This design comes from an exercise in tuning for small area, a short achievable clock period and few clock cycles per item on the open sky130 flow, not from production work. Where RTL was checked, it was by simulation tests only, not by an equivalence proof against the original. The flow treats the clock pin as an ideal source. Dropping or thinning the clock tree relies on that and would not hold on a real chip. Power is estimated from default activity; no workload was simulated.

Design sha256_padder, start of the top module:
module sha256_padder #(
    parameter int LEN_W = 19
) (
    input  logic         Clk,
    input  logic         Reset,
    input  logic [7:0]   InData,
    input  logic         InValid,
    input  logic         InLast,
    output logic         InReady,
    output logic [511:0] Chunk,
    output logic         ChunkValid,
    output logic         ChunkLast,
    input  logic         ChunkReady
);
Size in the first run: about 1600 cells after synthesis, roughly 570 flip-flops, roughly 530 I/O pins, about 19000 µm² of cells after synthesis.
Settings: LEC_CHECK=0, CAP_MARGIN=20, CORE_MARGIN=2, CORE_UTILIZATION=50, SETUP_SLACK_MARGIN=2.6, SLEW_MARGIN=20, SYNTH_HIERARCHICAL=1, SYNTH_MINIMUM_KEEP_SIZE=0, TNS_END_PERCENT=10; clock period 4.5 ns.
standard.sh (not shown) runs the stock make flow with config.mk's settings and CLKGATE_MAP_FILE= SYNTH_SCRIPT=/design/flow/synth_recipe.tcl, a recipe that flattens the netlist after the stock synthesis.
==> flow/flow/run.sh <==
#!/bin/bash
# Standard ORFS layout with these changes: the port buffers use a small buffer cell, and the
# clock tree is a two-level tree built by flow/cts_pre.tcl (ORFS's PRE_CTS_TCL hook) in place
# of TritonCTS. Each ORFS step's full log is in orfs/logs/...; make's output is in flow.log.
set -euo pipefail
export BUFFER_PORTS_ARGS="-buffer_cell sky130_fd_sc_hd__buf_1"
export PRE_CTS_TCL="$PWD/flow/cts_pre.tcl"
bash standard.sh > flow.log 2>&1
==> flow/flow/cts_pre.tcl <==
# Two-level clock tree, built in place of TritonCTS: the flip-flops are clustered by location
# (k-means), each cluster gets a leaf buffer at its centre; the leaf buffers are grouped the
# same way, and each group gets a root buffer at its centre, driven by the clock port.
proc my_two_level_cts {} {
  set block [ord::get_db_block]
  set db [ord::get_db]
  set leaf_master [$db findMaster $::my_cts_leaf]
  set root_master [$db findMaster sky130_fd_sc_hd__clkbuf_16]
  set clk_port [$block findBTerm $::my_cts_port]
  set clk_net [$clk_port getNet]
  set sinks {}
  set xs {}
  set ys {}
  foreach it [$clk_net getITerms] {
    set inst [$it getInst]
    set box [$inst getBBox]
    lappend sinks $it
    lappend xs [expr {([$box xMin] + [$box xMax]) / 2.0}]
    lappend ys [expr {([$box yMin] + [$box yMax]) / 2.0}]
  }
  set n [llength $sinks]
  set k [expr {int(ceil(double($n) / $::my_cts_size))}]
  # initial centres: sinks sorted by x then split into k groups, each group's mean
  set order [lsort -real -indices $xs]
  set cx {}
  set cy {}
  for {set c 0} {$c < $k} {incr c} {
    set lo [expr {$c * $n / $k}]
    set hi [expr {($c + 1) * $n / $k}]
    set sx 0.0; set sy 0.0
    for {set i $lo} {$i < $hi} {incr i} {
      set j [lindex $order $i]
      set sx [expr {$sx + [lindex $xs $j]}]
      set sy [expr {$sy + [lindex $ys $j]}]
    }
    lappend cx [expr {$sx / ($hi - $lo)}]
    lappend cy [expr {$sy / ($hi - $lo)}]
  }
  # k-means with a soft size limit: a sink goes to the nearest centre with room
  set cap [expr {int(ceil($n * 1.25 / $k))}]
  for {set iter 0} {$iter < 30} {incr iter} {
    set cnt [lrepeat $k 0]
    set assign {}
    for {set i 0} {$i < $n} {incr i} {
      set x [lindex $xs $i]; set y [lindex $ys $i]
      set ds {}
      for {set c 0} {$c < $k} {incr c} {
        lappend ds [expr {abs($x - [lindex $cx $c]) + abs($y - [lindex $cy $c])}]
      }
      set best -1
      foreach c [lsort -real -indices $ds] {
        if {[lindex $cnt $c] < $cap} { set best $c; break }
      }
      lset cnt $best [expr {[lindex $cnt $best] + 1}]
      lappend assign $best
    }
    set sx [lrepeat $k 0.0]; set sy [lrepeat $k 0.0]
    for {set i 0} {$i < $n} {incr i} {
      set c [lindex $assign $i]
      lset sx $c [expr {[lindex $sx $c] + [lindex $xs $i]}]
      lset sy $c [expr {[lindex $sy $c] + [lindex $ys $i]}]
    }
    for {set c 0} {$c < $k} {incr c} {
      if {[lindex $cnt $c] > 0} {
        lset cx $c [expr {[lindex $sx $c] / [lindex $cnt $c]}]
        lset cy $c [expr {[lindex $sy $c] / [lindex $cnt $c]}]
      }
    }
  }
  puts "my_cts: $n sinks in $k clusters of [lsort -integer $cnt]"
  # leaves grouped into r groups by k-means on their centres; one root buffer per group
  set r $::my_cts_roots
  set rorder [lsort -real -indices $cx]
  set rx {}; set ry {}
  for {set g 0} {$g < $r} {incr g} {
    set j [lindex $rorder [expr {int(($g + 0.5) * $k / $r)}]]
    lappend rx [lindex $cx $j]; lappend ry [lindex $cy $j]
  }
  for {set iter 0} {$iter < 30} {incr iter} {
    set rassign {}
    set gx [lrepeat $r 0.0]; set gy [lrepeat $r 0.0]; set gn [lrepeat $r 0]
    for {set c 0} {$c < $k} {incr c} {
      set ds {}
      for {set g 0} {$g < $r} {incr g} {
        lappend ds [expr {abs([lindex $cx $c] - [lindex $rx $g]) + abs([lindex $cy $c] - [lindex $ry $g])}]
      }
      set g [lindex [lsort -real -indices $ds] 0]
      lappend rassign $g
      lset gx $g [expr {[lindex $gx $g] + [lindex $cx $c]}]
      lset gy $g [expr {[lindex $gy $g] + [lindex $cy $c]}]
      lset gn $g [expr {[lindex $gn $g] + 1}]
    }
    for {set g 0} {$g < $r} {incr g} {
      if {[lindex $gn $g] > 0} {
        lset rx $g [expr {[lindex $gx $g] / [lindex $gn $g]}]
        lset ry $g [expr {[lindex $gy $g] / [lindex $gn $g]}]
      }
    }
  }
  puts "my_cts: leaves per root [lsort -integer $gn]"
  set root_nets {}
  set roots {}
  for {set g 0} {$g < $r} {incr g} {
    set root [odb::dbInst_create $block $root_master clkbuf_root_${g}_Clk]
    $root setLocation [expr {int([lindex $rx $g])}] [expr {int([lindex $ry $g])}]
    $root setPlacementStatus PLACED
    set root_net [odb::dbNet_create $block clknet_root_${g}_Clk]
    $root_net setSigType CLOCK
    [$root findITerm X] connect $root_net
    lappend root_nets $root_net
    lappend roots $root
  }
  set leaves {}
  for {set c 0} {$c < $k} {incr c} {
    set leaf [odb::dbInst_create $block $leaf_master clkbuf_leaf_${c}_Clk]
    $leaf setLocation [expr {int([lindex $cx $c])}] [expr {int([lindex $cy $c])}]
    $leaf setPlacementStatus PLACED
    set net [odb::dbNet_create $block clknet_leaf_${c}_Clk]
    $net setSigType CLOCK
    [$leaf findITerm X] connect $net
    [$leaf findITerm A] connect [lindex $root_nets [lindex $rassign $c]]
    lappend leaves $net
  }
  for {set i 0} {$i < $n} {incr i} {
    set it [lindex $sinks $i]
    $it disconnect
    $it connect [lindex $leaves [lindex $assign $i]]
  }
  foreach root $roots { [$root findITerm A] connect $clk_net }
  $clk_net setSigType CLOCK
}

# ORFS's cts.tcl sources this before its clock_tree_synthesis call: build the tree here and
# make that call do nothing. The rest of cts.tcl (legalisation, timing repair) then runs as usual.
set ::my_cts_leaf  sky130_fd_sc_hd__clkbuf_16
set ::my_cts_port  Clk
set ::my_cts_size  16
set ::my_cts_roots 4
my_two_level_cts
set_propagated_clock [all_clocks]
rename clock_tree_synthesis {}
proc clock_tree_synthesis {args} {
  puts "clock_tree_synthesis skipped: the clock tree was built by cts_pre.tcl"
}
Testbench counts at the start, summed over its fixed seeds: cycles 53,377, bytes 53,274.
Change:
--- a/flow/flow/cts_pre.tcl
+++ b/flow/flow/cts_pre.tcl
@@ -136,3 +136,3 @@
 set ::my_cts_port  Clk
-set ::my_cts_size  16
+set ::my_cts_size  20
 set ::my_cts_roots 4
After rerunning: Worst setup slack is worse by 0.021 ns. Combinational power falls by about 3%. Total power falls by 3.6%. First-iteration DRC count rises by 17%. Routed wire length falls by 0.44%. Sequential cell count is unchanged. Worst hold slack barely changes. Core utilization falls by 0.72 points.
Change:
--- a/flow/flow/run.sh
+++ b/flow/flow/run.sh
@@ -7,2 +7,3 @@
 export PRE_CTS_TCL="$PWD/flow/cts_pre.tcl"
+export RECOVER_POWER=30
 bash standard.sh > flow.log 2>&1
- SETUP_SLACK_MARGIN: 2.6 -> 2.45
- TNS_END_PERCENT: 10 -> unset
The new run finished but fails on max-capacitance violations, max-slew violations.
Wire length is higher slightly.
Sequential share of layout area is higher by 0.49 points.
Worst hold slack gains 0.0043 ns.
Power is lower slightly.
Cell count barely changes.
Flip-flop and latch count stays the same.
Combinational power is lower by a few percent.
No run of this note takes its clock network from TritonCTS; it comes from the design's own scripts or RTL.

sha256_padder, a different RTL version from the one above (not shown whole).
For scale: roughly 1600 cells after synthesis, about 530 I/O pins, roughly 19000 um^2 of cells after synthesis.
clock: 4.5 ns
lec_check: 0
cap_margin: 20
core_margin: 2
core_utilization: 50
setup_slack_margin: 2.4
slew_margin: 20
synth_hierarchical: 1
synth_minimum_keep_size: 0
==> flow/flow/run.sh <==
#!/bin/bash
# Standard ORFS layout with these changes: the port buffers use a small buffer cell, and the
# clock tree is a two-level tree built by flow/cts_pre.tcl (ORFS's PRE_CTS_TCL hook) in place
# of TritonCTS. Each ORFS step's full log is in orfs/logs/...; make's output is in flow.log.
set -euo pipefail
export BUFFER_PORTS_ARGS="-buffer_cell sky130_fd_sc_hd__buf_1"
export PRE_CTS_TCL="$PWD/flow/cts_pre.tcl"
bash standard.sh > flow.log 2>&1
==> flow/flow/cts_pre.tcl <==
# Two-level clock tree, built in place of TritonCTS: the flip-flops are clustered by location
# (k-means), each cluster gets a leaf buffer at its centre; the leaf buffers are grouped the
# same way, and each group gets a root buffer at its centre, driven by the clock port.
proc my_two_level_cts {} {
  set block [ord::get_db_block]
  set db [ord::get_db]
  set leaf_master [$db findMaster $::my_cts_leaf]
  set root_master [$db findMaster sky130_fd_sc_hd__clkbuf_16]
  set clk_port [$block findBTerm $::my_cts_port]
  set clk_net [$clk_port getNet]
  set sinks {}
  set xs {}
  set ys {}
  foreach it [$clk_net getITerms] {
    set inst [$it getInst]
    set box [$inst getBBox]
    lappend sinks $it
    lappend xs [expr {([$box xMin] + [$box xMax]) / 2.0}]
    lappend ys [expr {([$box yMin] + [$box yMax]) / 2.0}]
  }
  set n [llength $sinks]
  set k [expr {int(ceil(double($n) / $::my_cts_size))}]
  # initial centres: sinks sorted by x then split into k groups, each group's mean
  set order [lsort -real -indices $xs]
  set cx {}
  set cy {}
  for {set c 0} {$c < $k} {incr c} {
    set lo [expr {$c * $n / $k}]
    set hi [expr {($c + 1) * $n / $k}]
    set sx 0.0; set sy 0.0
    for {set i $lo} {$i < $hi} {incr i} {
      set j [lindex $order $i]
      set sx [expr {$sx + [lindex $xs $j]}]
      set sy [expr {$sy + [lindex $ys $j]}]
    }
    lappend cx [expr {$sx / ($hi - $lo)}]
    lappend cy [expr {$sy / ($hi - $lo)}]
  }
  # k-means with a soft size limit: a sink goes to the nearest centre with room
  set cap [expr {int(ceil($n * 1.25 / $k))}]
  for {set iter 0} {$iter < 30} {incr iter} {
    set cnt [lrepeat $k 0]
    set assign {}
    for {set i 0} {$i < $n} {incr i} {
      set x [lindex $xs $i]; set y [lindex $ys $i]
      set ds {}
      for {set c 0} {$c < $k} {incr c} {
        lappend ds [expr {abs($x - [lindex $cx $c]) + abs($y - [lindex $cy $c])}]
      }
      set best -1
      foreach c [lsort -real -indices $ds] {
        if {[lindex $cnt $c] < $cap} { set best $c; break }
      }
      lset cnt $best [expr {[lindex $cnt $best] + 1}]
      lappend assign $best
    }
    set sx [lrepeat $k 0.0]; set sy [lrepeat $k 0.0]
    for {set i 0} {$i < $n} {incr i} {
      set c [lindex $assign $i]
      lset sx $c [expr {[lindex $sx $c] + [lindex $xs $i]}]
      lset sy $c [expr {[lindex $sy $c] + [lindex $ys $i]}]
    }
    for {set c 0} {$c < $k} {incr c} {
      if {[lindex $cnt $c] > 0} {
        lset cx $c [expr {[lindex $sx $c] / [lindex $cnt $c]}]
        lset cy $c [expr {[lindex $sy $c] / [lindex $cnt $c]}]
      }
    }
  }
  puts "my_cts: $n sinks in $k clusters of [lsort -integer $cnt]"
  # leaves grouped into r groups by k-means on their centres; one root buffer per group
  set r $::my_cts_roots
  set rorder [lsort -real -indices $cx]
  set rx {}; set ry {}
  for {set g 0} {$g < $r} {incr g} {
    set j [lindex $rorder [expr {int(($g + 0.5) * $k / $r)}]]
    lappend rx [lindex $cx $j]; lappend ry [lindex $cy $j]
  }
  for {set iter 0} {$iter < 30} {incr iter} {
    set rassign {}
    set gx [lrepeat $r 0.0]; set gy [lrepeat $r 0.0]; set gn [lrepeat $r 0]
    for {set c 0} {$c < $k} {incr c} {
      set ds {}
      for {set g 0} {$g < $r} {incr g} {
        lappend ds [expr {abs([lindex $cx $c] - [lindex $rx $g]) + abs([lindex $cy $c] - [lindex $ry $g])}]
      }
      set g [lindex [lsort -real -indices $ds] 0]
      lappend rassign $g
      lset gx $g [expr {[lindex $gx $g] + [lindex $cx $c]}]
      lset gy $g [expr {[lindex $gy $g] + [lindex $cy $c]}]
      lset gn $g [expr {[lindex $gn $g] + 1}]
    }
    for {set g 0} {$g < $r} {incr g} {
      if {[lindex $gn $g] > 0} {
        lset rx $g [expr {[lindex $gx $g] / [lindex $gn $g]}]
        lset ry $g [expr {[lindex $gy $g] / [lindex $gn $g]}]
      }
    }
  }
  puts "my_cts: leaves per root [lsort -integer $gn]"
  set root_nets {}
  set roots {}
  for {set g 0} {$g < $r} {incr g} {
    set root [odb::dbInst_create $block $root_master clkbuf_root_${g}_Clk]
    $root setLocation [expr {int([lindex $rx $g])}] [expr {int([lindex $ry $g])}]
    $root setPlacementStatus PLACED
    set root_net [odb::dbNet_create $block clknet_root_${g}_Clk]
    $root_net setSigType CLOCK
    [$root findITerm X] connect $root_net
    lappend root_nets $root_net
    lappend roots $root
  }
  set leaves {}
  for {set c 0} {$c < $k} {incr c} {
    set leaf [odb::dbInst_create $block $leaf_master clkbuf_leaf_${c}_Clk]
    $leaf setLocation [expr {int([lindex $cx $c])}] [expr {int([lindex $cy $c])}]
    $leaf setPlacementStatus PLACED
    set net [odb::dbNet_create $block clknet_leaf_${c}_Clk]
    $net setSigType CLOCK
    [$leaf findITerm X] connect $net
    [$leaf findITerm A] connect [lindex $root_nets [lindex $rassign $c]]
    lappend leaves $net
  }
  for {set i 0} {$i < $n} {incr i} {
    set it [lindex $sinks $i]
    $it disconnect
    $it connect [lindex $leaves [lindex $assign $i]]
  }
  foreach root $roots { [$root findITerm A] connect $clk_net }
  $clk_net setSigType CLOCK
}

# ORFS's cts.tcl sources this before its clock_tree_synthesis call: build the tree here and
# make that call do nothing. The rest of cts.tcl (legalisation, timing repair) then runs as usual.
set ::my_cts_leaf  sky130_fd_sc_hd__clkbuf_16
set ::my_cts_port  Clk
set ::my_cts_size  20
set ::my_cts_roots 4
my_two_level_cts
set_propagated_clock [all_clocks]
rename clock_tree_synthesis {}
proc clock_tree_synthesis {args} {
  puts "clock_tree_synthesis skipped: the clock tree was built by cts_pre.tcl"
}
Rerun with:
--- a/flow/flow/cts_pre.tcl
+++ b/flow/flow/cts_pre.tcl
@@ -77,4 +77,5 @@
     lappend rx [lindex $cx $j]; lappend ry [lindex $cy $j]
   }
+  set rcap [expr {int(ceil(double($k) / $r))}]
   for {set iter 0} {$iter < 30} {incr iter} {
     set rassign {}
@@ -85,5 +86,8 @@
         lappend ds [expr {abs([lindex $cx $c] - [lindex $rx $g]) + abs([lindex $cy $c] - [lindex $ry $g])}]
       }
-      set g [lindex [lsort -real -indices $ds] 0]
+      set g -1
+      foreach gg [lsort -real -indices $ds] {
+        if {[lindex $gn $gg] < $rcap} { set g $gg; break }
+      }
       lappend rassign $g
       lset gx $g [expr {[lindex $gx $g] + [lindex $cx $c]}]
- GPL_TIMING_DRIVEN: unset -> 0
- SETUP_SLACK_MARGIN: 2.4 -> 2.45
Outcome:
- sequential share of layout area drops by 2.6 points
- power climbs by 6.2%
- register-to-register slack improves by 0.03 ns
- via count climbs by 2.1%
- first-iteration DRC count drops by 8.9%
- worst setup slack improves by 0.032 ns
- clock skew stays flat
- hold slack degrades by 0.076 ns
- wire length climbs by 1.2%
- core utilization climbs by 3.2 points
- die area stays the same
Rerun with:
- GPL_TIMING_DRIVEN: 0 -> unset
- SETUP_SLACK_MARGIN: 2.45 -> 2.5
Result: Sequential power stays flat; power falls by about 4.3%; setup slack improves by 0.018 ns; first-iteration DRC count is higher by about 8%; clock power barely changes; maximum frequency went up by about 0.9%; utilization shrinks by 2.2 points; via count drops by about 1.4%; flip-flop and latch count does not change; final cell count goes down by about 2%; register-to-register slack improved by 0.02 ns.
Rerun with:
- CAP_MARGIN: 20 -> 50
- SETUP_SLACK_MARGIN: 2.5 -> 2.45
- SLEW_MARGIN: 20 -> 50
After rerunning: Clock power barely changes. Power fell by 1.1%. Area after synthesis stays the same. Register-to-register slack degrades by 0.11 ns. Wire length is about the same. Worst setup slack is worse by 0.11 ns.
No run of this note included a check of the RTL's function; only the layout flow was run. No run of this note takes its clock network from TritonCTS; it comes from the design's own scripts or RTL.

## static timing again, ports no longer ideal
No port has a modelled driver above. Below, the same layouts with a new extraction and two added sets of constraints. Step 1, drivers: a clkbuf_16 drives Clk and a buf_2 each remaining input, both assumed. Step 2 adds t to the input delays and takes it off the output delays; t is the mean of the earliest and latest rising clock arrival at the registers after step 1. Input paths then give back, and output paths get back, about the clock's delay inside the block. Three values: no drivers, after step 1, after step 2; two values: the first two.
run	shift t [ns]	slack for setup (ns)	pins driven straight from the clock port
the first run of note 1	0.490	2.528 / 2.422 / 2.528	4
the second run of note 1	0.472	2.507 / 2.442 / 2.507	4
the third run of note 1	0.485	1.495 / 1.495 / 1.361	4
the first run of note 2	0.477	2.433 / 2.427 / 2.433	4
the second run of note 2	0.486	2.465 / 2.427 / 2.465	4
the third run of note 2	0.467	2.483 / 2.442 / 2.483	4
the fourth run of note 2	0.477	2.373 / 2.373 / 2.373	4
For the third run of note 1, which loses most, drivers alone change the setup slack by 0.000 ns; drivers and shift together by -0.134 ns. Setup slack includes reset recovery checks.
